This design comes from an exercise in tuning for a short achievable clock period and few clock cycles per item on the open sky130 flow, not from production work.
The RTL was checked by simulation tests, not by an equivalence proof against the original design.

==> job 7256: inputs <==
// modbus_rtu_register_slave
module modbus_rtu_register_slave #(
    parameter int FRAME_BYTES = 64,
    parameter int REG_COUNT   = 16
) (
    input  logic        i_clk,
    input  logic        i_rst_n,
    input  logic        i_cfg_wr_en,
    input  logic [7:0]  i_cfg_wr_data,
    input  logic        i_valid,
    output logic        o_ready,
    input  logic [1:0]  i_func,
    input  logic [7:0]  i_rx_byte,
    input  logic        i_frame_end,
    input  logic [3:0]  i_host_index,
    input  logic [15:0] i_host_value,
    output logic        o_valid,
    input  logic        i_ready,
    output logic        o_kind,
    output logic [7:0]  o_tx_byte,
    output logic        o_last,
    output logic [15:0] o_read_value
);
export LEC_CHECK = 0
export ABC_CLOCK_PERIOD_IN_PS = 2500
export CAP_MARGIN = 20
export CORE_MARGIN = 2
export CORE_UTILIZATION = 50
export CTS_CLUSTER_DIAMETER = 100
export CTS_CLUSTER_SIZE = 25
export SETUP_SLACK_MARGIN = 3.2
export SLEW_MARGIN = 20
export TNS_END_PERCENT = 100
create_clock -name core_clock -period 5.5 [get_ports {i_clk}]
run.sh (not shown) runs the stock make flow with config.mk's settings and CLKGATE_MAP_FILE= SYNTH_SCRIPT=/design/flow/synth_recipe.tcl, a recipe that flattens the netlist after the stock synthesis.
==> job 5156 (differences from job 7256) <==
--- a/flow/design.v
+++ b/flow/design.v
@@ -221,26 +221,21 @@
     assign w_code    = (!h_read && !h_write) ? mbrs_pkg::EXC_ILLEGAL_FUNC
                      : h_bad_start         ? mbrs_pkg::EXC_ILLEGAL_ADDR
                      : w_bad_cnt           ? mbrs_pkg::EXC_ILLEGAL_VALUE
                      : 8'h00;
     logic       fl_bcast;
-    logic       fl_write;
     logic       fl_commit;
-    logic       fl_wlen_ok;
     logic       fl_rd;
     logic       fl_exc;
     logic [1:0] fl_code;
     logic [3:0] fl_s;
     logic [4:0] fl_c;
     logic [4:0] fl_e;
     logic [7:0] fl_fn;
     always_ff @(posedge i_clk) begin
         fl_bcast   <= h_bcast;
-        fl_write   <= h_write;
         fl_commit  <= h_write && (w_code == 8'h00);
-        fl_wlen_ok <= (f_hdr[4] == 8'h00) && (f_hdr[5][7] == 1'b0)
-                      && (f_hdr[6] == {f_hdr[5][6:0], 1'b0});
         fl_rd      <= h_read && (w_code == 8'h00);
         fl_exc     <= (w_code != 8'h00);
         fl_code    <= w_code[1:0];
         fl_s       <= h_s;
         fl_c       <= h_c5;
@@ -248,37 +243,45 @@
         fl_fn      <= h_fn;
     end
     logic        c_frame;
     logic        c_hrd;
     logic        c_hwr;
-    logic        c_ok;
-    logic        c_wlen;
+    logic        c_cmt;
+    logic        c_fpush;
+    logic        w_ok;
+    logic        w_wlen;
+    logic        w_cacc;
     logic [3:0]  c_idx;
     logic [15:0] c_val;
+    assign w_ok   = w_store && (f_len >= LW'(mbrs_pkg::MIN_FRAME - 1))
+                    && (f_len != LW'(FRAME_BYTES - 1))
+                    && (f_crc[15:8] == 8'h00) && (a_byte == f_crc[7:0]);
+    assign w_wlen = (9'(f_hdr[6]) + 9'(mbrs_pkg::WR_OVERHEAD - 1)) == 9'(f_len);
+    assign w_cacc = w_rx && a_end && w_ok && f_aok
+                    && (!h_write || ((f_hdr[4] == 8'h00) && (f_hdr[5][7] == 1'b0)
+                                     && (f_hdr[6] == {f_hdr[5][6:0], 1'b0}) && w_wlen));
     always_ff @(posedge i_clk) begin
         if (!i_rst_n) begin
             c_frame <= 1'b0;
             c_hrd   <= 1'b0;
             c_hwr   <= 1'b0;
+            c_cmt   <= 1'b0;
+            c_fpush <= 1'b0;
         end else begin
             c_frame <= w_rx && a_end;
             c_hrd   <= a_vld && (a_func == mbrs_pkg::OP_HOST_RD);
             c_hwr   <= a_vld && (a_func == mbrs_pkg::OP_HOST_WR);
+            c_cmt   <= w_cacc && h_write && (w_code == 8'h00);
+            c_fpush <= w_cacc && ((h_write && (w_code == 8'h00)) || !h_bcast);
         end
-        c_ok   <= w_store && (f_len >= LW'(mbrs_pkg::MIN_FRAME - 1))
-                  && (f_len != LW'(FRAME_BYTES - 1))
-                  && (f_crc[15:8] == 8'h00) && (a_byte == f_crc[7:0]);
-        c_wlen <= (9'(f_hdr[6]) + 9'(mbrs_pkg::WR_OVERHEAD - 1)) == 9'(f_len);
         c_idx  <= a_idx;
         c_val  <= a_val;
     end
-    logic w_acc;
     logic w_commit;
     logic w_push;
-    assign w_acc    = c_frame && c_ok && f_aok && (!fl_write || (fl_wlen_ok && c_wlen));
-    assign w_commit = w_acc && fl_commit;
-    assign w_push   = (w_acc && (fl_commit || !fl_bcast)) || c_hrd || c_hwr;
+    assign w_commit = c_cmt;
+    assign w_push   = c_fpush || c_hrd || c_hwr;
     logic [NS-1:0] r_lock;
     logic [NS-1:0] w_unlock;
     assign w_sel_nx = !i_rst_n ? NS'(1) : w_commit ? {f_sel[NS-2:0], f_sel[NS-1]} : f_sel;
     always_ff @(posedge i_clk) begin
         f_sel <= w_sel_nx;
@@ -458,10 +461,11 @@
     logic            e_host;
     logic [5:0][7:0] e_h;
     logic [2:0]      e_hn;
     logic [5:0]      e_n;
     logic            e_last;
+    logic            e_end;   
     logic [REG_COUNT-1:0] e_p;
     logic [REG_COUNT-1:0] e_pn;
     logic            e_lo;
     logic [15:0]     e_w;
     logic [15:0]     e_wp;
@@ -469,25 +473,25 @@
     logic        b_vld;
     logic        b_host;
     logic        b_last;
     logic [7:0]  b_byte;
     logic [15:0] b_val;
-    logic [1:0]  b_ph;
+    logic [2:0]  b_ph;       
     logic [15:0] b_crc;
     logic [15:0] w_bcrc_nx;
     logic        s_vld;
     logic        w_go;
     logic        w_btak;
     logic        w_take;
     logic        w_fast;
     logic        w_fin;
     logic [7:0]  w_b1;
     assign w_go   = !s_vld;
-    assign w_btak = !b_vld || (w_go && (b_ph == 2'd0));
+    assign w_btak = !b_vld || (w_go && b_ph[0]);
     assign w_take = e_busy && w_btak;
     assign w_fast = w_exec && h_ev.emit && !e_busy && w_btak;
-    assign w_fin  = w_take && (e_host || e_last);
+    assign w_fin  = w_take && e_end;
     assign w_free = !e_busy || w_fin;
     assign w_b1   = (e_hn != 3'd0) ? e_h[0] : (e_lo ? e_w[7:0] : e_w[15:8]);
     logic [15:0] w_rd_p;
     logic [15:0] w_rd_pn;
     always_comb begin
@@ -533,10 +537,11 @@
                 e_hn <= w_lhn;
                 e_n  <= w_ln;
             end
             e_host <= h_ev.hrd;
             e_last <= 1'b0;
+            e_end  <= h_ev.hrd;
             for (int i = 0; i < REG_COUNT; i++) begin
                 e_p[i]  <= (h_ev.s == 4'(i));
                 e_pn[i] <= (h_ev.s == 4'((i + REG_COUNT - 1) % REG_COUNT));
             end
             e_lo   <= 1'b0;
@@ -545,10 +550,11 @@
                 e_w <= e_wp;
             end
             if (w_take) begin
                 e_n    <= e_n - 6'd1;
                 e_last <= (e_n == 6'd2);
+                e_end  <= e_host || (e_n == 6'd2);
                 if (e_hn != 3'd0) begin
                     e_h  <= {8'h00, e_h[5:1]};
                     e_hn <= e_hn - 3'd1;
                 end else begin
                     e_lo <= !e_lo;
@@ -567,28 +573,28 @@
         .o_crc  (w_bcrc_nx)
     );
     always_ff @(posedge i_clk) begin
         if (!i_rst_n) begin
             b_vld <= 1'b0;
-            b_ph  <= 2'd0;
+            b_ph  <= 3'b001;
             b_crc <= mbrs_pkg::CRC_INIT;
         end else begin
             if (w_take || w_fast) begin
                 b_vld <= 1'b1;
-            end else if (w_go && (b_ph == 2'd0)) begin
+            end else if (w_go && b_ph[0]) begin
                 b_vld <= 1'b0;
             end
             if (w_go) begin
-                if (b_ph == 2'd1) begin
-                    b_ph <= 2'd2;
-                end else if (b_ph == 2'd2) begin
-                    b_ph  <= 2'd0;
+                if (b_ph[1]) begin
+                    b_ph <= 3'b100;
+                end else if (b_ph[2]) begin
+                    b_ph  <= 3'b001;
                     b_crc <= mbrs_pkg::CRC_INIT;
                 end else if (b_vld && !b_host) begin
                     b_crc <= w_bcrc_nx;
                     if (b_last) begin
-                        b_ph <= 2'd1;
+                        b_ph <= 3'b010;
                     end
                 end
             end
         end
     end
@@ -608,17 +614,17 @@
     logic        w_kind;
     logic [7:0]  w_tx;
     logic        w_last;
     logic [15:0] w_val;
     always_comb begin
-        w_vld  = w_go && ((b_ph != 2'd0) || b_vld);
+        w_vld  = w_go && (!b_ph[0] || b_vld);
         w_kind = 1'b0;
         w_last = 1'b0;
         w_val  = 16'h0000;
-        if (b_ph == 2'd1) begin
+        if (b_ph[1]) begin
             w_tx = b_crc[7:0];
-        end else if (b_ph == 2'd2) begin
+        end else if (b_ph[2]) begin
             w_tx   = b_crc[15:8];
             w_last = 1'b1;
         end else if (b_host) begin
             w_tx   = 8'h00;
             w_kind = 1'b1;
--- a/flow/config.mk
+++ b/flow/config.mk
@@ -6,11 +6,11 @@
 export NUM_CORES = 4
 export LEC_CHECK = 0
 export ABC_CLOCK_PERIOD_IN_PS = 2500
 export CAP_MARGIN = 20
 export CORE_MARGIN = 2
-export CORE_UTILIZATION = 50
+export CORE_UTILIZATION = 55
 export CTS_CLUSTER_DIAMETER = 100
 export CTS_CLUSTER_SIZE = 25
 export SETUP_SLACK_MARGIN = 3.2
 export SLEW_MARGIN = 20
 export TNS_END_PERCENT = 100
==> job 810 (differences from job 7256) <==
--- a/flow/design.v
+++ b/flow/design.v
@@ -100,11 +100,11 @@
     logic           f_wr;
     logic           f_dat;
     logic           f_hi;
     logic [REG_COUNT-1:0] f_woh;
     logic [NS-1:0]  f_sel;
-    logic [NS-1:0][1:0] f_pen;
+    logic [1:0]     f_pen [NS];
     logic [15:0]    f_sh [NS][REG_COUNT];
     logic          w_rx;
     logic          w_store;
     logic [15:0]   w_crc_nx;
     assign w_rx      = a_vld && (a_func == mbrs_pkg::OP_RX_BYTE);
@@ -143,25 +143,17 @@
                 f_woh[i] <= (a_byte[3:0] == 4'(i));
             end
         end else if (w_store && f_dat && !f_hi) begin
             f_woh <= {f_woh[REG_COUNT-2:0], 1'b0};
         end
-    end
-    logic [7:0]           g_byte;
-    logic [NS-1:0][1:0]   g_pen;
-    logic [REG_COUNT-1:0] g_woh;
-    always_ff @(posedge i_clk) begin
-        g_byte <= a_byte;
-        g_pen  <= f_pen;
-        g_woh  <= f_woh;
         for (int s = 0; s < NS; s++) begin
             for (int i = 0; i < REG_COUNT; i++) begin
-                if (g_pen[s][1] && g_woh[i]) begin
-                    f_sh[s][i][15:8] <= g_byte;
+                if (f_pen[s][1] && f_woh[i]) begin
+                    f_sh[s][i][15:8] <= a_byte;
                 end
-                if (g_pen[s][0] && g_woh[i]) begin
-                    f_sh[s][i][7:0] <= g_byte;
+                if (f_pen[s][0] && f_woh[i]) begin
+                    f_sh[s][i][7:0] <= a_byte;
                 end
             end
         end
     end
     logic          w_dat_nx;
@@ -403,31 +395,35 @@
         end
     end
     always_ff @(posedge i_clk) begin
         if (!i_rst_n) begin
             r_ready <= 1'b1;
+        end else if (w_qpush && !w_rpop) begin
+            r_ready <= w_fit[2] && !w_shwait;
+        end else if (w_rpop && !w_qpush) begin
+            r_ready <= w_fit[0] && !w_shwait;
         end else begin
-            r_ready <= (w_push ? w_fit[2] : w_fit[1]) && !w_shwait;
+            r_ready <= w_fit[1] && !w_shwait;
         end
     end
     logic [REG_COUNT-1:0][15:0] r_mem;
     logic [REG_COUNT-1:0][15:0] w_shd;
     logic                       d_cmt;
-    logic [REG_COUNT-1:0]       d_hwr;
+    logic                       d_hwr;
+    logic [3:0]                 d_s;
     logic [REG_COUNT-1:0]       d_mask;
     logic [NS-1:0]              d_sh;
     logic [15:0]                d_val;
     always_ff @(posedge i_clk) begin
         if (!i_rst_n) begin
             d_cmt <= 1'b0;
-            d_hwr <= '0;
+            d_hwr <= 1'b0;
         end else begin
             d_cmt <= w_rpop && r_ev.cmt;
-            for (int i = 0; i < REG_COUNT; i++) begin
-                d_hwr[i] <= w_rpop && r_ev.hwr && (r_ev.s == 4'(i));
-            end
+            d_hwr <= w_rpop && r_ev.hwr;
         end
+        d_s    <= r_ev.s;
         for (int i = 0; i < REG_COUNT; i++) begin
             d_mask[i] <= (4'(i) >= r_ev.s) && (5'(i) < r_ev.e);
         end
         d_sh   <= r_ev.sh;
         d_val  <= {r_ev.a, r_ev.f};
@@ -447,11 +443,11 @@
         for (int i = 0; i < REG_COUNT; i++) begin
             if (!i_rst_n) begin
                 r_mem[i] <= 16'h0000;
             end else if (d_cmt && d_mask[i]) begin
                 r_mem[i] <= w_shd[i];
-            end else if (d_hwr[i]) begin
+            end else if (d_hwr && (d_s == 4'(i))) begin
                 r_mem[i] <= d_val;
             end
         end
     end
     logic            e_busy;
@@ -462,11 +458,10 @@
     logic            e_last;
     logic [REG_COUNT-1:0] e_p;
     logic [REG_COUNT-1:0] e_pn;
     logic            e_lo;
     logic [15:0]     e_w;
-    logic [15:0]     e_wp;
     logic [15:0]     e_w2;
     logic        b_vld;
     logic        b_host;
     logic        b_last;
     logic [7:0]  b_byte;
@@ -519,11 +514,10 @@
         w_ln    = h_ev.exc ? 6'(mbrs_pkg::EXC_BYTES)
                 : h_ev.rd  ? 6'(mbrs_pkg::EXC_BYTES) + {h_ev.c, 1'b0}
                 : 6'(mbrs_pkg::ECHO_BYTES);
     end
     always_ff @(posedge i_clk) begin
-        e_wp <= w_rd_p;
         e_w2 <= w_rd_pn;
         if (w_free) begin
             if (w_fast) begin
                 e_h  <= {8'h00, w_lh[5:1]};
                 e_hn <= w_lhn - 3'd1;
@@ -540,11 +534,11 @@
                 e_pn[i] <= (h_ev.s == 4'((i + REG_COUNT - 1) % REG_COUNT));
             end
             e_lo   <= 1'b0;
         end else begin
             if (e_hn != 3'd0) begin
-                e_w <= e_wp;
+                e_w <= w_rd_p;
             end
             if (w_take) begin
                 e_n    <= e_n - 6'd1;
                 e_last <= (e_n == 6'd2);
                 if (e_hn != 3'd0) begin
@@ -626,48 +620,56 @@
             w_val  = b_val;
         end else begin
             w_tx = b_byte;
         end
     end
-    logic [25:0] m_q [2];
-    logic        m_wp;
-    logic        m_rp;
-    logic [1:0]  m_cnt;
     logic        r_ovalid;
-    logic [25:0] r_oword;
-    logic [25:0] w_word;
-    logic        w_pop;
-    logic [1:0]  w_mcnt_nx;
-    assign w_word    = {w_kind, w_tx, w_last, w_val};
-    assign w_pop     = r_ovalid && i_ready;
-    assign w_mcnt_nx = m_cnt + 2'(w_vld) - 2'(w_pop);
-    assign s_vld     = m_cnt[1];
+    logic        r_okind;
+    logic [7:0]  r_otx;
+    logic        r_olast;
+    logic [15:0] r_oval;
+    logic        s_kind;
+    logic [7:0]  s_tx;
+    logic        s_last;
+    logic [15:0] s_val;
     always_ff @(posedge i_clk) begin
         if (!i_rst_n) begin
-            m_cnt    <= 2'd0;
-            m_wp     <= 1'b0;
-            m_rp     <= 1'b0;
             r_ovalid <= 1'b0;
-        end else begin
-            m_cnt    <= w_mcnt_nx;
-            m_wp     <= m_wp ^ w_vld;
-            m_rp     <= m_rp ^ w_pop;
-            r_ovalid <= (w_mcnt_nx != 2'd0);
+            s_vld    <= 1'b0;
+        end else if (!r_ovalid || i_ready) begin
+            if (s_vld) begin
+                r_ovalid <= 1'b1;
+                s_vld    <= 1'b0;
+            end else begin
+                r_ovalid <= w_vld;
+            end
+        end else if (w_vld) begin
+            s_vld <= 1'b1;
         end
     end
     always_ff @(posedge i_clk) begin
-        if (w_vld) begin
-            m_q[m_wp] <= w_word;
-        end
-        if ((m_cnt == 2'd0) || ((m_cnt == 2'd1) && w_pop)) begin
-            r_oword <= w_word;
-        end else begin
-            r_oword <= m_q[m_rp ^ w_pop];
+        if (!r_ovalid || i_ready) begin
+            if (s_vld) begin
+                r_okind <= s_kind;
+                r_otx   <= s_tx;
+                r_olast <= s_last;
+                r_oval  <= s_val;
+            end else begin
+                r_okind <= w_kind;
+                r_otx   <= w_tx;
+                r_olast <= w_last;
+                r_oval  <= w_val;
+            end
+        end else if (w_vld) begin
+            s_kind <= w_kind;
+            s_tx   <= w_tx;
+            s_last <= w_last;
+            s_val  <= w_val;
         end
     end
     assign o_ready      = r_ready;
     assign o_valid      = r_ovalid;
-    assign o_kind       = r_oword[25];
-    assign o_tx_byte    = r_oword[24:17];
-    assign o_last       = r_oword[16];
-    assign o_read_value = r_oword[15:0];
+    assign o_kind       = r_okind;
+    assign o_tx_byte    = r_otx;
+    assign o_last       = r_olast;
+    assign o_read_value = r_oval;
 endmodule
--- a/flow/config.mk
+++ b/flow/config.mk
@@ -9,8 +9,8 @@
 export CAP_MARGIN = 20
 export CORE_MARGIN = 2
 export CORE_UTILIZATION = 50
 export CTS_CLUSTER_DIAMETER = 100
 export CTS_CLUSTER_SIZE = 25
-export SETUP_SLACK_MARGIN = 3.2
+export SETUP_SLACK_MARGIN = 3.0
 export SLEW_MARGIN = 20
 export TNS_END_PERCENT = 100
==> job 9218 (differences from job 7256) <==
--- a/flow/design.v
+++ b/flow/design.v
@@ -463,10 +463,11 @@
     logic [REG_COUNT-1:0] e_p;
     logic [REG_COUNT-1:0] e_pn;
     logic            e_lo;
     logic [15:0]     e_w;
     logic [15:0]     e_wp;
+    logic            e_first;
     logic [15:0]     e_w2;
     logic        b_vld;
     logic        b_host;
     logic        b_last;
     logic [7:0]  b_byte;
@@ -477,19 +478,25 @@
     logic        s_vld;
     logic        w_go;
     logic        w_btak;
     logic        w_take;
     logic        w_fast;
+    logic        w_inj;
+    logic        w_idle;
     logic        w_fin;
     logic [7:0]  w_b1;
     assign w_go   = !s_vld;
     assign w_btak = !b_vld || (w_go && (b_ph == 2'd0));
     assign w_take = e_busy && w_btak;
-    assign w_fast = w_exec && h_ev.emit && !e_busy && w_btak;
+    assign w_idle = !b_vld && (b_ph == 2'd0) && !s_vld;
+    assign w_inj  = w_exec && h_ev.emit && !e_busy && w_idle;
+    assign w_fast = w_exec && h_ev.emit && !e_busy && w_btak && !w_idle;
     assign w_fin  = w_take && (e_host || e_last);
     assign w_free = !e_busy || w_fin;
-    assign w_b1   = (e_hn != 3'd0) ? e_h[0] : (e_lo ? e_w[7:0] : e_w[15:8]);
+    logic [15:0] w_wsrc;
+    assign w_wsrc = e_first ? e_wp : e_w;
+    assign w_b1   = (e_hn != 3'd0) ? e_h[0] : (e_lo ? w_wsrc[7:0] : w_wsrc[15:8]);
     logic [15:0] w_rd_p;
     logic [15:0] w_rd_pn;
     always_comb begin
         w_rd_p  = '0;
         w_rd_pn = '0;
@@ -522,64 +529,75 @@
     end
     always_ff @(posedge i_clk) begin
         e_wp <= w_rd_p;
         e_w2 <= w_rd_pn;
         if (w_free) begin
-            if (w_fast) begin
+            if (w_inj) begin
+                e_h  <= {16'h0000, w_lh[5:2]};
+                e_hn <= w_lhn - 3'd2;
+                e_n  <= w_ln - 6'd2;
+            end else if (w_fast) begin
                 e_h  <= {8'h00, w_lh[5:1]};
                 e_hn <= w_lhn - 3'd1;
                 e_n  <= w_ln - 6'd1;
             end else begin
                 e_h  <= w_lh;
                 e_hn <= w_lhn;
                 e_n  <= w_ln;
             end
             e_host <= h_ev.hrd;
-            e_last <= 1'b0;
+            e_last <= w_inj && (w_ln == 6'(mbrs_pkg::EXC_BYTES));
             for (int i = 0; i < REG_COUNT; i++) begin
                 e_p[i]  <= (h_ev.s == 4'(i));
                 e_pn[i] <= (h_ev.s == 4'((i + REG_COUNT - 1) % REG_COUNT));
             end
-            e_lo   <= 1'b0;
+            e_lo    <= 1'b0;
+            e_first <= 1'b1;
         end else begin
-            if (e_hn != 3'd0) begin
-                e_w <= e_wp;
-            end
             if (w_take) begin
                 e_n    <= e_n - 6'd1;
                 e_last <= (e_n == 6'd2);
                 if (e_hn != 3'd0) begin
                     e_h  <= {8'h00, e_h[5:1]};
                     e_hn <= e_hn - 3'd1;
                 end else begin
                     e_lo <= !e_lo;
                     if (e_lo) begin
-                        e_p  <= e_pn;
-                        e_pn <= {e_pn[REG_COUNT-2:0], e_pn[REG_COUNT-1]};
-                        e_w  <= e_w2;
+                        e_p     <= e_pn;
+                        e_pn    <= {e_pn[REG_COUNT-2:0], e_pn[REG_COUNT-1]};
+                        e_w     <= e_w2;
+                        e_first <= 1'b0;
                     end
                 end
             end
         end
     end
     mbrs_crc u_tx_crc (
         .i_crc  (b_crc),
         .i_data (b_byte),
         .o_crc  (w_bcrc_nx)
     );
+    logic [15:0] w_icrc;
+    mbrs_crc u_inj_crc (
+        .i_crc  (mbrs_pkg::CRC_INIT),
+        .i_data (h_ev.a),
+        .o_crc  (w_icrc)
+    );
     always_ff @(posedge i_clk) begin
         if (!i_rst_n) begin
             b_vld <= 1'b0;
             b_ph  <= 2'd0;
             b_crc <= mbrs_pkg::CRC_INIT;
         end else begin
-            if (w_take || w_fast) begin
+            if (w_take || w_fast || w_inj) begin
                 b_vld <= 1'b1;
             end else if (w_go && (b_ph == 2'd0)) begin
                 b_vld <= 1'b0;
             end
-            if (w_go) begin
+            if (w_inj) begin
+                b_crc <= w_icrc;
+            end else if (w_go) begin
                 if (b_ph == 2'd1) begin
                     b_ph <= 2'd2;
                 end else if (b_ph == 2'd2) begin
                     b_ph  <= 2'd0;
                     b_crc <= mbrs_pkg::CRC_INIT;
@@ -600,10 +618,14 @@
             b_val  <= w_rd_p;
         end else if (w_fast) begin
             b_byte <= h_ev.a;
             b_host <= 1'b0;
             b_last <= 1'b0;
+        end else if (w_inj) begin
+            b_byte <= w_lh[1];
+            b_host <= 1'b0;
+            b_last <= (w_ln == 6'd2);
         end
     end
     logic        w_vld;
     logic        w_kind;
     logic [7:0]  w_tx;
@@ -633,31 +655,33 @@
     logic        m_rp;
     logic [1:0]  m_cnt;
     logic        r_ovalid;
     logic [25:0] r_oword;
     logic [25:0] w_word;
+    logic        w_push_o;
     logic        w_pop;
     logic [1:0]  w_mcnt_nx;
-    assign w_word    = {w_kind, w_tx, w_last, w_val};
+    assign w_word    = w_inj ? {1'b0, h_ev.a, 1'b0, 16'h0000} : {w_kind, w_tx, w_last, w_val};
+    assign w_push_o  = w_vld || w_inj;
     assign w_pop     = r_ovalid && i_ready;
-    assign w_mcnt_nx = m_cnt + 2'(w_vld) - 2'(w_pop);
+    assign w_mcnt_nx = m_cnt + 2'(w_push_o) - 2'(w_pop);
     assign s_vld     = m_cnt[1];
     always_ff @(posedge i_clk) begin
         if (!i_rst_n) begin
             m_cnt    <= 2'd0;
             m_wp     <= 1'b0;
             m_rp     <= 1'b0;
             r_ovalid <= 1'b0;
         end else begin
             m_cnt    <= w_mcnt_nx;
-            m_wp     <= m_wp ^ w_vld;
+            m_wp     <= m_wp ^ w_push_o;
             m_rp     <= m_rp ^ w_pop;
             r_ovalid <= (w_mcnt_nx != 2'd0);
         end
     end
     always_ff @(posedge i_clk) begin
-        if (w_vld) begin
+        if (w_push_o) begin
             m_q[m_wp] <= w_word;
         end
         if ((m_cnt == 2'd0) || ((m_cnt == 2'd1) && w_pop)) begin
             r_oword <= w_word;
         end else begin
==> flow_summary.json <==
{
  "clkTransAtPathRegs_ns": 0.11,
  "worst-path-max-fanout": 33,
  "seq_area_frac_synth": 0.724,
  "status": "timing/DRC/antenna clean",
  "antenna_found_initial": 9
}
-- figures above: job 810

==> flow_summary.json <==
{
  "status": "timing/DRC/antenna clean",
  "buf_share": 0.0304,
  "antenna_found_initial": 28,
  "seq_area_frac_synth": 0.723,
  "worst-path-max-fanout": 8,
  "clkTransAtPathRegs_ns": 0.11
}
-- figures above: job 7256

==> flow_summary.json <==
{
  "antenna_found_initial": 30,
  "final_common_cell": "edfxtp_1",
  "die_y_um": 432,
  "status": "timing/DRC/antenna clean",
  "p_comb_frac": 0.141,
  "clkTransAtPathRegs_ns": 0.10,
  "seq_area_frac_synth": 0.718,
  "worst-path-max-fanout": 6,
  "hpwlAfterDp_um": 171000,
  "syn_area_per_cell_um2": 14.7
}
-- figures above: job 9218

==> flow_summary.json <==
{
  "status": "timing/DRC/antenna clean",
  "top_usage_layer": "met2",
  "clkTransAtPathRegs_ns": 0.10,
  "antenna_found_initial": 23,
  "synth_top_area_frac": 0.588,
  "seq_area_frac_synth": 0.725,
  "worst-path-max-fanout": 2
}
-- figures above: job 5156

Testbench counts of job 7256, summed over its fixed seeds: cycles 4,159, items 384.
Testbench counts of job 5156, summed over its fixed seeds: cycles 4,159, items 384.
Testbench counts of job 810, summed over its fixed seeds: cycles 4,159, items 384.
Testbench counts of job 9218, summed over its fixed seeds: cycles 4,151, items 384.

port drivers added, routing unchanged:
The results above use ideal ports. As a check the final layouts listed here were re-extracted and re-timed, cells and wires unchanged. Step 1 (the two cells are an assumption about what drives the block):
set clk [get_ports {i_clk}]
set_driving_cell -lib_cell sky130_fd_sc_hd__clkbuf_16 $clk
set_driving_cell -lib_cell sky130_fd_sc_hd__buf_2 [delete_from_list [all_inputs] $clk]
Step 2 adds t to the input delays and takes it off the output delays; t is the mean of the earliest and latest rising clock arrival at the registers after step 1. Input paths then give back, and output paths get back, about the clock's delay inside the block. Slacks: ideal ports / drivers / drivers and shift; pairs: ideal ports / drivers.
| run | t, ns | setup slack, ns | hold slack, ns | worst register clock-pin slew, ns | worst slew at a driven data input, ns |
|---|---|---|---|---|---|
| job 7256 | 0.896 | 3.050 / 3.001 / 2.434 | 0.319 / 0.319 / 0.319 | 0.11 / 0.11 | 0.06 |
| job 5156 | 0.841 | 3.114 / 3.039 / 2.321 | 0.293 / 0.293 / 0.293 | 0.11 / 0.11 | 0.06 |
| job 810 | 0.871 | 2.936 / 2.936 / 2.248 | 0.329 / 0.329 / 0.329 | 0.11 / 0.11 | 0.08 |
| job 9218 | 0.894 | 2.733 / 2.733 / 2.375 | 0.336 / 0.336 / 0.336 | 0.11 / 0.11 | 0.06 |
After both steps every run listed still meets setup and hold. The setup slack of job 5156, which loses most, moves by -0.075 ns with the drivers and by -0.793 ns with both steps.
